Background: an optimization exercise with open tools, aiming at small area and a short achievable clock period. Do not read the settings as production practice.
RTL that was checked went through simulation tests only; none was proved equivalent to the original.
Power and IR drop assume default switching activity.

==> flow/design.v (excerpt) <==
module quireDotApb (
  input  logic        clk,
  input  logic        rst,
  input  logic        psel,
  input  logic        penable,
  input  logic        pwrite,
  input  logic [7:0]  paddr,
  input  logic [31:0] pwdata,
  output logic [31:0] prdata,
  output logic        pready,
  output logic        pslverr
);
  localparam logic [7:0] RegOpA = 8'h00;
  localparam logic [7:0] RegOpB = 8'h04;
  localparam logic [7:0] RegCtrl = 8'h08;
  localparam logic [7:0] RegResult = 8'h0C;
  logic setup;
  logic hitA, hitB, hitC, hitR;
  logic rstQ, clrQ;
  logic wrA, wrB;
  logic accNext;
  logic doAcc;
  logic [15:0] stg;
  logic [15:0] opA, opB;
  logic dNaR, dZero, dSign;
  logic [12:0] dSig;
  logic [6:0] dK;
  logic aNaR, aZero, aSign, bNaR, bZero, bSign;
  logic [12:0] aSig, bSig;
  logic [6:0] aK, bK;
  logic [47:0] prod;
  logic [2:0] shiftHi;
  logic neg, nar;
  logic [47:0] tProd;
  logic [7:0] tPlace;
  logic [7:0] tFill;
  logic [7:0] place, covered;
  logic tNeg, tNaR;
  logic [127:0] quire;
  logic quireNaR;
  logic [15:0] result;
  logic [15:0] rdata;
  logic err;
  assign setup = psel && !penable;
  assign hitA = (paddr == RegOpA);
  assign hitB = (paddr == RegOpB);
  assign hitC = (paddr == RegCtrl);
  assign hitR = (paddr == RegResult);
  always_ff @(posedge clk) begin
    rstQ <= rst;
    clrQ <= rst || (setup && pwrite && hitC && pwdata[0]);
  ...
For scale: ~310 flip-flops, ~79 I/O pins, roughly 31,000 um2 of cells after synthesis.
export LEC_CHECK = 0
export ABC_AREA = 1
export CAP_MARGIN = 20
export CORE_MARGIN = 2
export CORE_UTILIZATION = 65
export PLACE_DENSITY = 0.8
export SLEW_MARGIN = 20
create_clock -name core_clock -period 22.0 [get_ports {clk}]
standard.sh (not shown) runs the stock make flow with config.mk's settings and CLKGATE_MAP_FILE= SYNTH_SCRIPT=/design/flow/synth_recipe.tcl, a recipe that flattens the netlist after the stock synthesis.
==> flow/flow/run.sh <==
#!/bin/bash
set -euo pipefail
bash standard.sh SETUP_SLACK_MARGIN=16.0 finish > standard.log 2>&1
The starting point went through all stages and came out clean.
==> next run, changes <==
--- a/flow/config.mk
+++ b/flow/config.mk
@@ -11,2 +11,2 @@
-export CORE_UTILIZATION = 65
-export PLACE_DENSITY = 0.8
+export CORE_UTILIZATION = 50
+export PLACE_DENSITY = 0.65
After rerunning: The changed run went through all stages and came out clean. Design area rose slightly. Setup slack got worse by 69 ps. Hold slack is better by 13 ps. Core utilization went down by 16 points. Non-clock buffer count came out higher by 6. Count of clock-buffer cells in the layout went down by 5. Final cell count came out higher by a few percent. Total power rose by a few percent. Sequential share of layout area fell by 0.26 points.

========
Another version of the RTL of quireDotApb (not shown whole).
For scale: ~300 flip-flops, roughly 79 I/O pins, roughly 31000 µm² of cells after synthesis.
==> flow/design.v (excerpt) <==
module quireDotApb (
  input  logic        clk,
  input  logic        rst,
  input  logic        psel,
  input  logic        penable,
  input  logic        pwrite,
  input  logic [7:0]  paddr,
  input  logic [31:0] pwdata,
  output logic [31:0] prdata,
  output logic        pready,
  output logic        pslverr
);
export LEC_CHECK = 0
export ABC_AREA = 1
export CAP_MARGIN = 20
export CORE_MARGIN = 2
export CORE_UTILIZATION = 50
export PLACE_DENSITY = 0.65
export SLEW_MARGIN = 20
create_clock -name core_clock -period 22.0 [get_ports {clk}]
==> flow/flow/run.sh <==
#!/bin/bash
set -euo pipefail
bash standard.sh SETUP_SLACK_MARGIN=15.8 finish > standard.log 2>&1
Edit:
==> flow/flow/run.sh (replaced) <==
#!/bin/bash
set -euo pipefail
bash standard.sh SETUP_SLACK_MARGIN=15.3 finish > standard.log 2>&1
=> Via count falls slightly. Routed wire length falls slightly. Non-clock buffer count falls by 51. Utilization falls by 1.0 points. Clock-buffer cell count stays the same. Total power hardly moves. Final area falls slightly. First-iteration DRC count rises slightly. Global-route usage stays flat. Flip-flop and latch count is unchanged.

========
Another version of the RTL of quireDotApb (not shown whole).
Size in the first run: ~4700 cells after synthesis, about 300 flip-flops.
Settings: LEC_CHECK=0, ABC_AREA=1, CAP_MARGIN=20, CORE_MARGIN=2, CORE_UTILIZATION=50, PLACE_DENSITY=0.65, SLEW_MARGIN=20; clock period 22.0 ns.
==> flow/flow/run.sh <==
#!/bin/bash
set -euo pipefail
bash standard.sh SETUP_SLACK_MARGIN=16.2 "BUFFER_PORTS_ARGS=-buffer_cell sky130_fd_sc_hd__buf_2" finish > standard.log 2>&1
==> next run, changes <==
--- a/flow/config.mk
+++ b/flow/config.mk
@@ -11,2 +11,2 @@
-export CORE_UTILIZATION = 50
-export PLACE_DENSITY = 0.65
+export CORE_UTILIZATION = 65
+export PLACE_DENSITY = 0.8
The new run went through all stages and came out clean.
Power falls by about 1.5%.
Non-clock buffer count climbs by 1.
Wire length barely changes.
==> next run, changes <==
==> flow/flow/run.sh (replaced) <==
#!/bin/bash
set -euo pipefail
bash standard.sh SETUP_SLACK_MARGIN=16.0 finish > standard.log 2>&1
--- a/flow/config.mk
+++ b/flow/config.mk
@@ -11,2 +11,2 @@
-export CORE_UTILIZATION = 65
-export PLACE_DENSITY = 0.8
+export CORE_UTILIZATION = 50
+export PLACE_DENSITY = 0.65
The changed run finished clean.
Sequential power hardly moves.
Final area goes up by 0.83%.
Core utilization drops by 17 points.
Final cell count goes up by 4.2%.
Count of clock-buffer cells in the layout is higher by 1.
Setup slack is better by 200 ps.
Function was not checked in any run of this note: the RTL went through the layout flow alone.

========
quireDotApb, a different RTL version from the one above (not shown whole).
Size in the first run: roughly 4,500 cells after synthesis, about 79 I/O pins, roughly 31,000 um^2 of cells after synthesis.
clock: 22.0 ns
lec_check: 0
abc_area: 1
cap_margin: 20
core_margin: 2
core_utilization: 70
place_density: 0.9
slew_margin: 20
==> flow/flow/run.sh <==
#!/bin/bash
set -euo pipefail
bash standard.sh SETUP_SLACK_MARGIN=16.2 "BUFFER_PORTS_ARGS=-buffer_cell sky130_fd_sc_hd__buf_2" finish > standard.log 2>&1
The starting point produced a clean layout.
Then changed:
--- a/flow/config.mk
+++ b/flow/config.mk
@@ -11,2 +11,2 @@
-export CORE_UTILIZATION = 70
-export PLACE_DENSITY = 0.9
+export CORE_UTILIZATION = 65
+export PLACE_DENSITY = 0.8
- first-iteration DRC count is lower by 44%
- design area is lower by 1.2%
- power is lower by 2.1%
- via count is lower by 9.6%
Then changed:
==> flow/flow/run.sh (replaced) <==
#!/bin/bash
set -euo pipefail
bash standard.sh SETUP_SLACK_MARGIN=16.3 "BUFFER_PORTS_ARGS=-buffer_cell sky130_fd_sc_hd__buf_2" finish > standard.log 2>&1
Result: First-iteration DRC count fell by a few percent. Clock-buffer cell count stays the same. Power hardly moves. Design area barely changes. Global-route usage climbs by 0.25 points. Die area is unchanged. Area after synthesis stays the same.

[separate check: timing with driven ports]
In the flow no input, the clock included, has a driving cell. The finished layouts below were timed again as built, in two steps. Step 1 assumes that a clkbuf_16 drives the clock port and a buf_2 every other input. Step 2 adds t to the input delays and takes it off the output delays; t is the mean of the earliest and latest rising clock arrival at the registers after step 1. Input paths then give back, and output paths get back, about the clock's delay inside the block. Three values: no drivers, after step 1, after step 2; two values: the first two.
| run | t, ns | slack for setup (ns) | worst register clock-pin slew, ns | pins driven straight from the clock port |
|---|---|---|---|---|
| the first run of note 1 | 0.603 | 16.116 / 16.086 / 15.552 | 0.07 / 0.07 | 1 |
| the second run of note 1 | 0.633 | 16.047 / 16.047 / 15.604 | 0.07 / 0.07 | 1 |
| the first run of note 2 | 0.627 | 15.986 / 16.020 / 15.393 | 0.07 / 0.07 | 1 |
| the second run of note 2 | 0.629 | 15.781 / 15.781 / 15.298 | 0.06 / 0.06 | 1 |
| the first run of note 3 | 0.628 | 16.150 / 16.150 / 15.854 | 0.07 / 0.07 | 1 |
| the second run of note 3 | 0.623 | 15.936 / 15.936 / 15.795 | 0.07 / 0.07 | 1 |
| the third run of note 3 | 0.625 | 16.135 / 16.076 / 15.551 | 0.07 / 0.07 | 1 |
| the first run of note 4 | 0.632 | 15.587 / 15.587 / 15.587 | 0.07 / 0.07 | 1 |
| the second run of note 4 | 0.609 | 16.291 / 16.291 / 15.815 | 0.06 / 0.06 | 1 |
| the third run of note 4 | 0.615 | 16.242 / 16.242 / 15.741 | 0.07 / 0.07 | 1 |
After both steps setup and hold are still met in every run listed. The setup slack of the first run of note 2, which loses most, moves by +0.034 ns with the drivers and by -0.593 ns with both steps.
